This is an optimization exercise on Yosys and OpenROAD, whose aim is small area, not a production implementation.
Function was checked by simulation only, so behaviour that the tests miss may differ from the original.
No activity file was given, so power comes from the tool's default toggle rates.

==> nickel <==
Design grf, start of the top module:
module grf
#(
    parameter int DATA_W   = grf_pkg::DATA_W,
    parameter int ADDR_W   = 32,
    parameter int NUM_REGS = grf_pkg::NUM_REGS
) (
    input  logic              clk,
    input  logic              reset,
    input  logic              writable,
    input  logic [ADDR_W-1:0] read1addr,
    input  logic [ADDR_W-1:0] read2addr,
    input  logic [ADDR_W-1:0] writeAddr,
    input  logic [DATA_W-1:0] writeData,
    output logic [DATA_W-1:0] read1data,
    output logic [DATA_W-1:0] read2data
);
    logic [NUM_REGS-1:1][DATA_W-1:0] r_regs;
    logic [NUM_REGS-1:1][DATA_W-1:0] w_regs_d;
    logic [NUM_REGS-1:1]             w_load;
    logic [NUM_REGS-1:1]             w_hold;
    grf_pkg::reg_idx_t               w_waddr;
    assign w_waddr = writeAddr[grf_pkg::REG_IDX_W-1:0];
    always_comb begin
        for (int i = 1; i < NUM_REGS; i++) begin
            w_load[i] = reset && writable && (w_waddr == i);
  ...
==> module grf_aoi222, before the edit <==
module grf_aoi222 (
    input  logic i_sa,
    input  logic i_sb,
    input  logic i_sc,
    input  logic i_a,
    input  logic i_b,
    input  logic i_c,
    output logic o_y
);
    assign o_y = ~((i_a & i_sa) | (i_b & i_sb) | (i_c & i_sc));
endmodule
==> module grf_nand2, before the edit <==
module grf_nand2 (
    input  logic i_sa,
    input  logic i_a,
    output logic o_y
);
    assign o_y = ~(i_a & i_sa);
endmodule
==> module grf_nand11, before the edit <==
module grf_nand11 (
    input  logic [10:0] i_a,
    output logic        o_y
);
    assign o_y = ~&i_a;
endmodule
==> module grf_read_port, before the edit <==
module grf_read_port
#(
    parameter int DATA_W   = grf_pkg::DATA_W,
    parameter int NUM_REGS = grf_pkg::NUM_REGS
) (
    input  logic [NUM_REGS-1:1][DATA_W-1:0] i_regs,
    input  grf_pkg::reg_idx_t               i_addr,
    output logic [DATA_W-1:0]               o_data
);
    logic [NUM_REGS-1:1]     w_sel;
    logic [10:0][DATA_W-1:0] w_y;
    always_comb begin
        for (int i = 1; i < NUM_REGS; i++) begin
            w_sel[i] = (i_addr == i);
        end
    end
    genvar k, b;
    generate
        for (b = 0; b < DATA_W; b++) begin : g_bit
            for (k = 0; k < 10; k++) begin : g_tri
                grf_aoi222 u_aoi (
                    .i_sa (w_sel[3*k+1]),
                    .i_sb (w_sel[3*k+2]),
                    .i_sc (w_sel[3*k+3]),
                    .i_a  (i_regs[3*k+1][b]),
                    .i_b  (i_regs[3*k+2][b]),
                    .i_c  (i_regs[3*k+3][b]),
                    .o_y  (w_y[k][b])
                );
            end
            grf_nand2 u_nand_last (
                .i_sa (w_sel[31]),
                .i_a  (i_regs[31][b]),
                .o_y  (w_y[10][b])
            );
            grf_nand11 u_or (
                .i_a ({w_y[10][b], w_y[9][b], w_y[8][b], w_y[7][b],
                       w_y[6][b],  w_y[5][b], w_y[4][b], w_y[3][b],
                       w_y[2][b],  w_y[1][b], w_y[0][b]}),
                .o_y (o_data[b])
            );
        end
    endgenerate
endmodule
==> module grf_wsel, before the edit <==
module grf_wsel (
    input  logic i_load,
    input  logic i_hold,
    input  logic i_wd,
    input  logic i_q,
    output logic o_d
);
    assign o_d = (i_wd & i_load) | (i_q & i_hold);
endmodule
==> module grf, before the edit <==
module grf
#(
    parameter int DATA_W   = grf_pkg::DATA_W,
    parameter int ADDR_W   = 32,
    parameter int NUM_REGS = grf_pkg::NUM_REGS
) (
    input  logic              clk,
    input  logic              reset,
    input  logic              writable,
    input  logic [ADDR_W-1:0] read1addr,
    input  logic [ADDR_W-1:0] read2addr,
    input  logic [ADDR_W-1:0] writeAddr,
    input  logic [DATA_W-1:0] writeData,
    output logic [DATA_W-1:0] read1data,
    output logic [DATA_W-1:0] read2data
);
    logic [NUM_REGS-1:1][DATA_W-1:0] r_regs;
    logic [NUM_REGS-1:1][DATA_W-1:0] w_regs_d;
    logic [NUM_REGS-1:1]             w_load;
    logic [NUM_REGS-1:1]             w_hold;
    grf_pkg::reg_idx_t               w_waddr;
    assign w_waddr = writeAddr[grf_pkg::REG_IDX_W-1:0];
    always_comb begin
        for (int i = 1; i < NUM_REGS; i++) begin
            w_load[i] = reset && writable && (w_waddr == i);
            w_hold[i] = reset && !(writable && (w_waddr == i));
        end
    end
    genvar g, b;
    generate
        for (g = 1; g < NUM_REGS; g++) begin : g_word
            for (b = 0; b < DATA_W; b++) begin : g_bit
                grf_wsel u_wsel (
                    .i_load (w_load[g]),
                    .i_hold (w_hold[g]),
                    .i_wd   (writeData[b]),
                    .i_q    (r_regs[g][b]),
                    .o_d    (w_regs_d[g][b])
                );
            end
        end
    endgenerate
    always_ff @(posedge clk) begin
        r_regs <= w_regs_d;
    end
    grf_read_port #(
        .DATA_W   (DATA_W),
        .NUM_REGS (NUM_REGS)
    ) u_rd1 (
        .i_regs  (r_regs),
        .i_addr  (read1addr[grf_pkg::REG_IDX_W-1:0]),
        .o_data  (read1data)
    );
    grf_read_port #(
        .DATA_W   (DATA_W),
        .NUM_REGS (NUM_REGS)
    ) u_rd2 (
        .i_regs  (r_regs),
        .i_addr  (read2addr[grf_pkg::REG_IDX_W-1:0]),
        .o_data  (read2data)
    );
endmodule
export LEC_CHECK = 0
export CAP_MARGIN = 20
export CORE_MARGIN = 2
export CORE_UTILIZATION = 45
export CTS_CLUSTER_DIAMETER = 100
export CTS_CLUSTER_SIZE = 20
export SETUP_SLACK_MARGIN = 0.1
export SLEW_MARGIN = 20
export SYNTH_HIERARCHICAL = 1
export SYNTH_MINIMUM_KEEP_SIZE = 0
create_clock -name core_clock -period 6.0 [get_ports {clk}]
standard.sh (not shown) runs the stock make flow with config.mk's settings and CLKGATE_MAP_FILE= SYNTH_SCRIPT=/design/flow/synth_recipe.tcl, a recipe that flattens the netlist after the stock synthesis.
==> flow/flow/run.sh <==
#!/bin/bash
set -euo pipefail
bash standard.sh BUFFER_PORTS_ARGS="-buffer_cell sky130_fd_sc_hd__buf_1" finish > flow_make.log 2>&1
==> tundra: changes against nickel <==
- CTS_CLUSTER_DIAMETER: 100 -> unset
- CTS_CLUSTER_SIZE: 20 -> unset
==> willow: changes against nickel <==
==> flow/design.v (replaced) <==
`default_nettype none
package grf_pkg;
    localparam int DATA_W    = 32;
    localparam int REG_IDX_W = 5;
    localparam int NUM_REGS  = 1 << REG_IDX_W;
    typedef logic [REG_IDX_W-1:0] reg_idx_t;
    typedef logic [DATA_W-1:0]    word_t;
    localparam reg_idx_t ZERO_REG = 5'd0;
endpackage
`default_nettype wire
`default_nettype none
module grf_read_port
#(
    parameter int DATA_W   = grf_pkg::DATA_W,
    parameter int NUM_REGS = grf_pkg::NUM_REGS
) (
    input  logic [NUM_REGS-1:0][DATA_W-1:0] i_regs,
    input  grf_pkg::reg_idx_t          i_addr,
    input  logic              i_byp_en,
    input  grf_pkg::reg_idx_t          i_byp_addr,
    input  logic [DATA_W-1:0] i_byp_data,
    output logic [DATA_W-1:0] o_data
);
    always_comb begin
        o_data = i_regs[i_addr];
        if (i_addr == grf_pkg::ZERO_REG) begin
            o_data = '0;
        end else if (i_byp_en && (i_addr == i_byp_addr)) begin
            o_data = i_byp_data;
        end
    end
endmodule
`default_nettype wire
`default_nettype none
module grf
#(
    parameter int DATA_W   = grf_pkg::DATA_W,
    parameter int ADDR_W   = 32,
    parameter int NUM_REGS = grf_pkg::NUM_REGS
) (
    input  logic              clk,
    input  logic              reset,
    input  logic              writable,
    input  logic [ADDR_W-1:0] read1addr,
    input  logic [ADDR_W-1:0] read2addr,
    input  logic [ADDR_W-1:0] writeAddr,
    input  logic [DATA_W-1:0] writeData,
    output logic [DATA_W-1:0] read1data,
    output logic [DATA_W-1:0] read2data
);
    logic [NUM_REGS-1:0][DATA_W-1:0] r_regs;
    grf_pkg::reg_idx_t          w_waddr;
    grf_pkg::reg_idx_t          w_raddr1;
    grf_pkg::reg_idx_t          w_raddr2;
    logic              w_we;
    logic              w_byp_en;
    assign w_waddr  = writeAddr[grf_pkg::REG_IDX_W-1:0];
    assign w_raddr1 = read1addr[grf_pkg::REG_IDX_W-1:0];
    assign w_raddr2 = read2addr[grf_pkg::REG_IDX_W-1:0];
    generate
        if (ADDR_W > grf_pkg::REG_IDX_W) begin : g_upper_bits
            logic w_unused_addr;
            assign w_unused_addr = ^{read1addr[ADDR_W-1:grf_pkg::REG_IDX_W],
                                     read2addr[ADDR_W-1:grf_pkg::REG_IDX_W],
                                     writeAddr[ADDR_W-1:grf_pkg::REG_IDX_W]};
        end
    endgenerate
    assign w_we = writable && (w_waddr != grf_pkg::ZERO_REG);
    assign w_byp_en = 1'b0;
    always_ff @(posedge clk) begin
        if (!reset) begin
            for (int i = 0; i < NUM_REGS; i++) begin
                r_regs[i] <= '0;
            end
        end else if (w_we) begin
            r_regs[w_waddr] <= writeData;
        end
    end
    grf_read_port #(
        .DATA_W   (DATA_W),
        .NUM_REGS (NUM_REGS)
    ) u_rd1 (
        .i_regs     (r_regs),
        .i_addr     (w_raddr1),
        .i_byp_en   (w_byp_en),
        .i_byp_addr (w_waddr),
        .i_byp_data (writeData),
        .o_data     (read1data)
    );
    grf_read_port #(
        .DATA_W   (DATA_W),
        .NUM_REGS (NUM_REGS)
    ) u_rd2 (
        .i_regs     (r_regs),
        .i_addr     (w_raddr2),
        .i_byp_en   (w_byp_en),
        .i_byp_addr (w_waddr),
        .i_byp_data (writeData),
        .o_data     (read2data)
    );
endmodule
`default_nettype wire
==> flow/run.sh (new file) <==
#!/bin/bash
# synth_recipe.tcl (not shown) runs the flow's synth.tcl, then flattens the netlist and writes it again
# the make line also repeats each setting of config.mk as NAME=value (left out here)
make -C /OpenROAD-flow-scripts/flow DESIGN_CONFIG=/design/flow/config.mk WORK_HOME=/design/flow/orfs CLKGATE_MAP_FILE= SYNTH_SCRIPT=/design/flow/synth_recipe.tcl finish
- CORE_UTILIZATION: 45 -> 40
- CTS_CLUSTER_DIAMETER: 100 -> unset
- CTS_CLUSTER_SIZE: 20 -> unset
- SETUP_SLACK_MARGIN: 0.1 -> unset
- SYNTH_HIERARCHICAL: 1 -> unset
- SYNTH_MINIMUM_KEEP_SIZE: 0 -> unset
removed: flow/flow/run.sh
removed: flow/standard.sh
==> summary.txt <==
item	nickel	tundra	willow
Result of the run	complete, no violations	complete, no violations	complete, no violations
Clock distribution power	3.95 mW	6.57 mW	7.07 mW
Wire length of the first global-routing pass	267000 um	269000 um	319000 um
Antenna Cells	11	16	11
Clock Sink Count	992	992	1024
Compound-Gate Fraction of Synth Area	40.6%	40.6%	15.1%
Startpoint of the worst-slack reg-to-reg timing path	r_regs[188]	r_regs[486]	r_regs[996]
Via count	39366	39897	49042
Number of ordinary and repair buffers in the finished layout	263	263	300
Parity-gate share of the synthesized area counting xor and xnor cells	0%	0%	0.0477%
Share of cells above drive strength 1	9.87%	12.3%	16.9%
Final standard cell count with taps included and fillers excluded	4524	4657	7060
H-tree depth	2	3	3
Die height	294 um	294 um	375 um

-- static timing again, ports no longer ideal --
How much do the figures lean on ideal ports? The routed layouts below were timed once more, with nothing changed but the port constraints.
Step 1: set_driving_cell puts a clkbuf_16 on clk and a buf_2 on each other input, an assumption about the parent block.
Step 2 moves the port delays by t, midway between the first and last clock arrival at a register: inputs arrive t later, outputs are due t later. That takes back most of the time a late clock gives input paths.
a / b / c = ideal / step 1 / step 2; a / b = the first two.
run	t (ns)	setup slack, ns	worst register clock-pin slew, ns
nickel	0.738	0.600 / 0.535 / 0.535	0.09 / 0.09
tundra	0.763	0.598 / 0.518 / 0.518	0.06 / 0.06
willow	0.799	0.494 / 0.468 / 0.468	0.07 / 0.07
After both steps every run listed still meets setup and hold. The setup slack of tundra, which loses most, moves by -0.080 ns with the drivers and by -0.080 ns with both steps.
